Context: an optimization exercise on an open-source flow, tuned for small area, a short achievable clock period and few clock cycles per item. The choices shown serve that exercise and are no tape-out recipe.
RTL that was checked went through simulation tests only; none was proved equivalent to the original.
Power and IR drop assume default switching activity.

run A:
Design pn_eval, start of the top module:
module pn_eval #(
  parameter int DATA_W = 3,
  parameter int OUT_W = 64,
  parameter int MAX_LEN = 20
) (
  input  logic              clk,
  input  logic              rst,
  input  logic              in_valid,
  input  logic [DATA_W-1:0] in,
  input  logic              operator,
  input  logic              mode,
  output logic              out_valid,
  output logic [OUT_W-1:0]  out,
  output logic              err
);
export LEC_CHECK = 0
export CAP_MARGIN = 20
export CORE_MARGIN = 2
export CORE_UTILIZATION = 60
export SETUP_SLACK_MARGIN = 1.0
export SLEW_MARGIN = 20
create_clock -name core_clock -period 16.0 [get_ports {clk}]
standard.sh (not shown) runs the stock make flow with config.mk's settings and CLKGATE_MAP_FILE= SYNTH_SCRIPT=/design/flow/synth_recipe.tcl, a recipe that flattens the netlist after the stock synthesis.
==> flow/flow/run.sh <==
#!/bin/bash
# The standard ORFS layout (standard.sh: the standard synthesis, floorplan, power grid, CTS
# and routing), with two changes in how it is made: the port buffers are buf_2 cells (the default
# choice is a slow delay buffer), and repair_timing keeps a larger setup margin than the 16 ns
# clock needs, so that it sizes and buffers the design for speed. Each step's full log stays in
# orfs/logs; make's output is in standard_flow.log.
set -euo pipefail
bash standard.sh "BUFFER_PORTS_ARGS=-buffer_cell sky130_fd_sc_hd__buf_2" SETUP_SLACK_MARGIN=11.1 finish > standard_flow.log 2>&1
Testbench counts of run A, summed over its fixed seeds: cycles 4,812, items 384.
> inputs changed (run A -> run B)
# run A
export LEC_CHECK = 0
export CAP_MARGIN = 20
export CORE_MARGIN = 2
export CORE_UTILIZATION = 60
export SETUP_SLACK_MARGIN = 1.0
export SLEW_MARGIN = 20
create_clock -name core_clock -period 16.0 [get_ports {clk}]
# run B
export LEC_CHECK = 0
export CAP_MARGIN = 20
export CORE_MARGIN = 2
export CORE_UTILIZATION = 60
export GPL_ROUTABILITY_DRIVEN = 0
export SETUP_SLACK_MARGIN = 1.0
export SLEW_MARGIN = 20
create_clock -name core_clock -period 16.0 [get_ports {clk}]
-- flow/flow/run.sh --
<<< run A, line 8
bash standard.sh "BUFFER_PORTS_ARGS=-buffer_cell sky130_fd_sc_hd__buf_2" SETUP_SLACK_MARGIN=11.1 finish > standard_flow.log 2>&1
>>> run B, line 8
bash standard.sh "BUFFER_PORTS_ARGS=-buffer_cell sky130_fd_sc_hd__buf_2" SETUP_SLACK_MARGIN=11.4 finish > standard_flow.log 2>&1
## What came out
Area taken by flip-flops and latches grows slightly when moving from run A to run B.
Run B vs. run A: utilization of the core after routing went up 1.8 points, critical path depth decreased 1, routed via count picked up an extra 2.1%, routed length on met2 saw an increase.
Relative to run A, total of clock buffers placed in the layout increased by 3 in run B.
Between run A and run B, the sequential power figures differ only marginally.
Share of the final layout cell area in sequential cells for run B: 0.79 points down relative to run A
STATUS worst-case vdd ir drop: run B loses against run A
Run B: total routing resource utilization after global routing is 0.49 points higher than what run A reported.
Relative to run B, the following input files were edited for run C:
# run B
export LEC_CHECK = 0
export CAP_MARGIN = 20
export CORE_MARGIN = 2
export CORE_UTILIZATION = 60
export GPL_ROUTABILITY_DRIVEN = 0
export SETUP_SLACK_MARGIN = 1.0
export SLEW_MARGIN = 20
create_clock -name core_clock -period 16.0 [get_ports {clk}]
# run C
export LEC_CHECK = 0
export CAP_MARGIN = 20
export CORE_MARGIN = 2
export CORE_UTILIZATION = 60
export SETUP_SLACK_MARGIN = 1.0
export SLEW_MARGIN = 20
create_clock -name core_clock -period 16.0 [get_ports {clk}]
-- flow/flow/run.sh --
<<< run B, line 8
bash standard.sh "BUFFER_PORTS_ARGS=-buffer_cell sky130_fd_sc_hd__buf_2" SETUP_SLACK_MARGIN=11.4 finish > standard_flow.log 2>&1
>>> run C, line 8
bash standard.sh "BUFFER_PORTS_ARGS=-buffer_cell sky130_fd_sc_hd__buf_2" SETUP_SLACK_MARGIN=11.25 finish > standard_flow.log 2>&1
--- outcome ---
Run C closes out successfully: all stages finished, all timing, DRC and antenna checks passed. Compared with run B, run C improves final routed wirelength across all metal layers. Taking run B as the reference, in run C cell area reported after detailed placement neither gained nor lost much, first-iteration DRC count decreased by about 6% relative to the old numbers, number of search-and-repair iterations in the first detailed-routing pass +3, non-clock buffer instance count of the final layout now sits lower, leakage power moved down.
For run D, these inputs were changed with respect to run C:
-- flow/flow/run.sh --
<<< run C, line 8
bash standard.sh "BUFFER_PORTS_ARGS=-buffer_cell sky130_fd_sc_hd__buf_2" SETUP_SLACK_MARGIN=11.25 finish > standard_flow.log 2>&1
>>> run D, line 8
bash standard.sh "BUFFER_PORTS_ARGS=-buffer_cell sky130_fd_sc_hd__buf_2" SETUP_SLACK_MARGIN=11.6 finish > standard_flow.log 2>&1
==> comparison <==
- Result for run C and run D: all clean
- Of the two values seen for end point of the critical path, out[29] was produced by run C and r_q[29] by run D.
- Looking at source of the critical timing path, the r_q[29] result is from run C; the mt_q one comes from run D.
- Taking run C as the reference, in run D initial cell density of the core shows no meaningful change, wire length of the first global-routing pass shows an increase of 4.2%, post-detailed-route wirelength per cell shows an increase of about 5.6%, initial antenna violation count shows a reduction of 1, number of nets in the finished design shows an increase of 65.
- Diff run C -> run D | shortest period the worst path allows | decrease of 60 ps
- Summary — via density per instance, run D relative to run C: higher, by 1.9%.

* * *

pn_eval, a different RTL version from the one above (not shown whole).
Size in the first run: ~2,100 cells after synthesis, about 310 flip-flops, ~74 I/O pins, roughly 18,000 um2 of cells after synthesis.
export LEC_CHECK = 0
export CAP_MARGIN = 20
export CORE_MARGIN = 2
export CORE_UTILIZATION = 70
export SETUP_SLACK_MARGIN = 1.0
export SLEW_MARGIN = 20
create_clock -name core_clock -period 16.0 [get_ports {clk}]
==> flow/flow/run.sh <==
#!/bin/bash
# Standard ORFS layout (the standard.sh, unchanged synthesis, floorplan, power grid and
# routing), with repair_timing asked to keep a larger setup margin than the 16 ns clock needs,
# so that it sizes and buffers the design for speed. Each step's full log stays in orfs/logs.
set -euo pipefail
bash standard.sh SETUP_SLACK_MARGIN=11.4 finish > standard_flow.log 2>&1
Rerun with:
Settings changed: CORE_UTILIZATION 70 to 60, CTS_BUF_LIST from default to sky130_fd_sc_hd__clkbuf_8.
After rerunning: The changed run completed without violations; total power falls by 1.9%; wire length came out lower by about 2.8%; sequential share of layout area barely changes; register-to-register slack gets better by 0.06 ns; via count decreases by about 4%; count of clock-buffer cells in the layout goes up by 16; final cell count is higher by about 3.5%; cell area barely changes.
No functional check of the RTL was part of any run of this note.

* * *

pn_eval with an RTL version that a note above also has.
Size in the first run: ~2,100 cells after synthesis, about 0.018 mm² of cells after synthesis.
Settings: LEC_CHECK=0, CAP_MARGIN=20, CORE_MARGIN=2, CORE_UTILIZATION=60, GPL_ROUTABILITY_DRIVEN=0, PLACE_DENSITY_LB_ADDON=0.2, SETUP_SLACK_MARGIN=1.0, SLEW_MARGIN=20; clock period 16.0 ns.
==> flow/flow/run.sh <==
#!/bin/bash
# The standard ORFS layout (standard.sh: the standard synthesis, floorplan, power grid, CTS
# and routing), with two changes in how it is made: the port buffers are buf_2 cells (the default
# choice is a slow delay buffer), and repair_timing keeps a larger setup margin than the 16 ns
# clock needs, so that it sizes and buffers the design for speed. Each step's full log stays in
# orfs/logs; make's output is in standard_flow.log.
set -euo pipefail
bash standard.sh "BUFFER_PORTS_ARGS=-buffer_cell sky130_fd_sc_hd__buf_2" SETUP_SLACK_MARGIN=11.4 finish > standard_flow.log 2>&1
Testbench counts at the start, summed over its fixed seeds: cycles 4,812, items 384.
Change:
--- a/flow/config.mk
+++ b/flow/config.mk
@@ -9,5 +9,4 @@
 export CORE_MARGIN = 2
-export CORE_UTILIZATION = 60
+export CORE_UTILIZATION = 66
 export GPL_ROUTABILITY_DRIVEN = 0
-export PLACE_DENSITY_LB_ADDON = 0.2
 export SETUP_SLACK_MARGIN = 1.0
Result: Design area went up by 0.99%; global-route usage climbs by 3.1 points; count of clock-buffer cells in the layout rises by 4; worst hold slack improves by 0.0037 ns; combinational power stays flat; sequential cell count does not change; register-to-register slack improves by 0.02 ns; power went up by 0.80%; sequential share of layout area went down by 0.35 points; first-iteration DRC count drops by 11%; area after synthesis is unchanged.
Change:
--- a/flow/config.mk
+++ b/flow/config.mk
@@ -9,4 +9,5 @@
 export CORE_MARGIN = 2
-export CORE_UTILIZATION = 66
-export GPL_ROUTABILITY_DRIVEN = 0
+export CORE_UTILIZATION = 60
+export CTS_CLUSTER_DIAMETER = 80
+export CTS_CLUSTER_SIZE = 30
 export SETUP_SLACK_MARGIN = 1.0
After rerunning:
- power drops by 5.8%
- non-clock buffer count falls by 2
- first-iteration DRC count came out lower by 5.2%
- routed wire length drops by 1.1%
- cell count went up by 0.70%
- final area came out lower by 2.2%
- sequential power barely changes
- setup slack gets worse by 0.075 ns
- hold slack is better by 0.0073 ns
- sequential share of layout area rose by 0.81 points
Change:
--- a/flow/config.mk
+++ b/flow/config.mk
@@ -10,4 +10,2 @@
 export CORE_UTILIZATION = 60
-export CTS_CLUSTER_DIAMETER = 80
-export CTS_CLUSTER_SIZE = 30
 export SETUP_SLACK_MARGIN = 1.0
Via count climbs slightly.
Wire length grows slightly.
Sequential power stays flat.

* * *

Another version of the RTL of pn_eval (not shown whole).
Size: ~2200 cells after synthesis, roughly 19000 um^2 of cells after synthesis.
export LEC_CHECK = 0
export CAP_MARGIN = 20
export CORE_MARGIN = 2
export CORE_UTILIZATION = 40
export SETUP_SLACK_MARGIN = 1.0
export SLEW_MARGIN = 20
create_clock -name core_clock -period 16.0 [get_ports {clk}]
==> flow/flow/run.sh <==
#!/bin/bash
# Standard ORFS layout (the standard.sh, unchanged synthesis, floorplan, power grid and
# routing), with repair_timing asked to keep a larger setup margin than the 16 ns clock needs,
# so that it sizes and buffers the design for speed. Each step's full log stays in orfs/logs.
set -euo pipefail
bash standard.sh SETUP_SLACK_MARGIN=11.4 finish > standard_flow.log 2>&1
Testbench counts at the start, summed over its fixed seeds: cycles 4,812, items 384.
Then changed:
==> flow/flow/run.sh (replaced) <==
#!/bin/bash
# The standard ORFS layout (standard.sh), with three changes in how it is made:
#  - Yosys's ABC pass maps the logic with flow/abc_speed.script (the classic delay-driven "map"
#    script) in place of ORFS's default; flip-flops are mapped before ABC runs, so the registers
#    are exactly the standard synthesis's;
#  - the port buffers are buf_2 cells (the default choice is a slow delay buffer);
#  - repair_timing keeps a larger setup margin than the 16 ns clock needs, so that it sizes and
#    buffers the design for speed.
# Each step's full log stays in orfs/logs; make's output is in standard_flow.log.
set -euo pipefail
rm -rf scripts_abc
cp -r "$FLOW_HOME/scripts" scripts_abc
cp flow/abc_speed.script scripts_abc/abc_speed.script
bash standard.sh SCRIPTS_DIR="$PWD/scripts_abc" "BUFFER_PORTS_ARGS=-buffer_cell sky130_fd_sc_hd__buf_2" \
  SETUP_SLACK_MARGIN=11.4 finish > standard_flow.log 2>&1
==> flow/flow/abc_speed.script (new file) <==
strash
dch
map -D 2500
topo
stime -c
buffer -c
upsize -c -D 2500
dnsize -c -D 2500
Settings changed: CORE_UTILIZATION 40 to 60.
Result: Maximum frequency is lower by 4.9%. Die area is lower by 34%. Global-route usage is higher by 11 points. Via count is higher by 9.4%. Sequential power is lower by about 6%. Worst setup slack got worse by 0.24 ns. Count of clock-buffer cells in the layout is lower by 8. Wire length is higher by 1.4%. Flip-flop and latch count does not change.

* * *

pn_eval, a different RTL version from the one above (not shown whole).
Size: about 2400 cells after synthesis, roughly 300 flip-flops, roughly 74 I/O pins, ~19000 µm² of cells after synthesis.
clock: 16.0 ns
lec_check: 0
cap_margin: 20
core_margin: 2
core_utilization: 60
cts_buf_list: sky130_fd_sc_hd__clkbuf_8
setup_slack_margin: 1.0
slew_margin: 20
==> flow/flow/run.sh <==
#!/bin/bash
# The standard ORFS layout (standard.sh) with two changes: repair_timing keeps a larger setup
# margin than the 16 ns clock needs, so it sizes and buffers for speed; and Yosys's ABC pass maps
# the logic with flow/abc_speed.script (classic delay-driven "map") instead of ORFS's default
# script. Flip-flops are mapped before ABC runs, so the registers are the standard synthesis's.
# Each step's full log stays in orfs/logs; make's output is in standard_flow.log.
set -euo pipefail
rm -rf scripts_abc
cp -r "$FLOW_HOME/scripts" scripts_abc
cp flow/abc_speed.script scripts_abc/abc_speed.script
bash standard.sh SCRIPTS_DIR="$PWD/scripts_abc" SETUP_SLACK_MARGIN=11.4 finish > standard_flow.log 2>&1
==> flow/flow/abc_speed.script <==
strash
dch
map -D 2500
topo
stime -c
buffer -c
upsize -c -D 2500
dnsize -c -D 2500
The baseline produced a clean layout.
Change:
==> flow/flow/run.sh (replaced) <==
#!/bin/bash
# Standard ORFS layout (the standard.sh, unchanged synthesis, floorplan, power grid and
# routing), with repair_timing asked to keep a larger setup margin than the 16 ns clock needs,
# so that it sizes and buffers the design for speed. Each step's full log stays in orfs/logs.
set -euo pipefail
bash standard.sh SETUP_SLACK_MARGIN=11.4 finish > standard_flow.log 2>&1
ABC_AREA = 1   (was not set)
removed: flow/flow/abc_speed.script
Outcome:
- The new run finished with timing, DRC and antenna clean
- clock power falls by a few percent
- via count went up by a little under a tenth
- synthesized cell count is higher by about a fifth
- final cell count goes up by roughly a tenth
- final area rose by a few percent
- routed wire length rose by a few percent
- worst setup slack is better by 0.14 ns
- non-clock buffer count fell by 23
- total power rose by a few percent
- combinational power grows by a few percent
- critical path depth climbs by 22
No functional check of the RTL was part of any run of this note.

* * *

## build 88
pn_eval with an RTL version that a note above also has.
For scale: roughly 2,200 cells after synthesis, about 300 flip-flops, roughly 19,000 um2 of cells after synthesis.
==> flow/config.mk <==
export PLATFORM = sky130hd
export DESIGN_NAME = pn_eval
export DESIGN_NICKNAME = pn_eval
export VERILOG_FILES = /design/flow/design.v
export SDC_FILE = /design/flow/constraint.sdc
export NUM_CORES = 8
export LEC_CHECK = 0
export CAP_MARGIN = 20
export CORE_MARGIN = 2
export CORE_UTILIZATION = 60
export CTS_CLUSTER_DIAMETER = 60
export CTS_CLUSTER_SIZE = 24
export SETUP_SLACK_MARGIN = 1.0
export SLEW_MARGIN = 20
==> flow/constraint.sdc <==
create_clock -name core_clock -period 16.0 [get_ports {clk}]
set_input_delay 3.2000 -clock core_clock [delete_from_list [all_inputs] [get_ports {clk}]]
set_output_delay 3.2000 -clock core_clock [all_outputs]
set_load 0.01 [all_outputs]
==> flow/flow/run.sh <==
#!/bin/bash
# Standard ORFS layout (the standard.sh, unchanged synthesis, floorplan, power grid and
# routing), with repair_timing asked to keep a larger setup margin than the 16 ns clock needs,
# so that it sizes and buffers the design for speed. Each step's full log stays in orfs/logs.
set -euo pipefail
bash standard.sh SETUP_SLACK_MARGIN=11.4 finish > standard_flow.log 2>&1
Testbench counts of build 88, summed over its fixed seeds: cycles 4,812, items 384.
What build 31 does differently from build 88 at the input level:
# build 88
export LEC_CHECK = 0
export CAP_MARGIN = 20
export CORE_MARGIN = 2
export CORE_UTILIZATION = 60
export CTS_CLUSTER_DIAMETER = 60
export CTS_CLUSTER_SIZE = 24
export SETUP_SLACK_MARGIN = 1.0
export SLEW_MARGIN = 20
create_clock -name core_clock -period 16.0 [get_ports {clk}]
# build 31
export LEC_CHECK = 0
export CAP_MARGIN = 20
export CORE_MARGIN = 2
export CORE_UTILIZATION = 60
export SETUP_SLACK_MARGIN = 1.0
export SLEW_MARGIN = 20
create_clock -name core_clock -period 16.0 [get_ports {clk}]
==> flow/flow/run.sh <==
#!/bin/bash
# The standard ORFS layout (standard.sh: the standard synthesis, floorplan, power grid, CTS
# and routing), with two changes in how it is made: the port buffers are buf_2 cells (the default
# choice is a slow delay buffer), and repair_timing keeps a larger setup margin than the 16 ns
# clock needs, so that it sizes and buffers the design for speed. Each step's full log stays in
# orfs/logs; make's output is in standard_flow.log.
set -euo pipefail
bash standard.sh "BUFFER_PORTS_ARGS=-buffer_cell sky130_fd_sc_hd__buf_2" SETUP_SLACK_MARGIN=11.4 finish > standard_flow.log 2>&1
==> comparison <==
Build 31 finished every stage and its layout cleared the timing, DRC and antenna checks. In summary, build 88 completed successfully, with a layout that passed the timing, DRC and antenna checks. From build 31 to build 88, I/O pin count did not move at all. Clock-buffer cell count (build 31 vs. build 88) increases by more than half. Number of gates resized after cts in build 31 is 157 below build 88. Cmp build 31 and build 88 / switching part of the total power / lower: build 31. Going from build 88 to build 31, the final total power was found to have gone down by about 2.6%. In the flow results for build 31 and build 88, the sequential share of layout area is larger on build 31. Diff build 88 -> build 31 | count of buffer and inverter cells on the critical path | decrease of 1. For build 31, the endpoint of the worst setup timing path was r_q[28], unlike build 88, where it was out[36].
--- input diff build 31..build 98 ---
==> flow/flow/run.sh <==
#!/bin/bash
# Standard ORFS layout (the standard.sh, unchanged synthesis, floorplan, power grid and
# routing), with repair_timing asked to keep a larger setup margin than the 16 ns clock needs,
# so that it sizes and buffers the design for speed. Each step's full log stays in orfs/logs.
set -euo pipefail
bash standard.sh SETUP_SLACK_MARGIN=11.4 finish > standard_flow.log 2>&1
### Flow results
Higher setup slack of the worst register-to-register path among build 31 and build 98: build 98. Sequential share of cell area: build 98 vs build 31 down 0.46 points. Summary — worst setup slack, build 98 relative to build 31: higher, by 0.022 ns.

==> what the ideal ports hide <==
No port has a modelled driver above. Below, the same layouts with a new extraction and two added sets of constraints.
Step 1 sets driving cells, clkbuf_16 on the clock port and buf_2 on the other inputs (assumed; they add their load-dependent delay and slew).
Step 2 adds t to the input delays and takes it off the output delays; t is the mean of the earliest and latest rising clock arrival at the registers after step 1. Input paths then give back, and output paths get back, about the clock's delay inside the block.
Three values: ideal, step 1, step 2; two values: the first two.
run | t (ns) | setup slack, ns | worst setup path after step 2 | clock arrival spread, ns | pins driven straight from the clock port
run A | 0.631 | 11.217 / 11.160 / 10.626 | input to register | 0.019 / 0.019 | 1
run B | 0.646 | 11.414 / 11.359 / 10.853 | input to register | 0.018 / 0.018 | 1
run C | 0.585 | 11.323 / 11.270 / 10.791 | input to register | 0.024 / 0.024 | 1
run D | 0.577 | 11.383 / 11.383 / 10.851 | input to register | 0.014 / 0.014 | 1
the first run of note 2 | 0.573 | 11.014 / 11.014 / 10.741 | input to register | 0.021 / 0.021 | 1
the second run of note 2 | 0.666 | 11.074 / 11.074 / 10.674 | input to register | 0.048 / 0.048 | 1
the first run of note 3 | 0.627 | 11.404 / 11.350 / 10.853 | input to register | 0.017 / 0.017 | 1
the second run of note 3 | 0.633 | 11.419 / 11.365 / 10.802 | input to register | 0.017 / 0.017 | 1
the third run of note 3 | 0.581 | 11.344 / 11.344 / 10.861 | input to register | 0.042 / 0.042 | 1
the fourth run of note 3 | 0.570 | 11.393 / 11.338 / 10.848 | input to register | 0.025 / 0.025 | 1
the first run of note 4 | 0.619 | 11.341 / 11.341 / 10.895 | input to register | 0.032 / 0.031 | 1
the second run of note 4 | 0.576 | 11.102 / 11.102 / 10.916 | input to register | 0.012 / 0.012 | 1
the first run of note 5 | 0.663 | 11.232 / 11.180 / 10.800 | input to register | 0.048 / 0.048 | 1
the second run of note 5 | 0.707 | 11.375 / 11.338 / 10.868 | input to register | 0.055 / 0.055 | 1
build 88 | 0.640 | 11.381 / 11.325 / 10.841 | input to register | 0.030 / 0.030 | 1
build 31 | 0.573 | 11.408 / 11.380 / 10.901 | input to register | 0.014 / 0.015 | 1
build 98 | 0.581 | 11.430 / 11.394 / 10.926 | input to register | 0.012 / 0.013 | 1
After both steps every run listed still meets setup and hold. The setup slack of the second run of note 3, which loses most, moves by -0.054 ns with the drivers and by -0.617 ns with both steps.
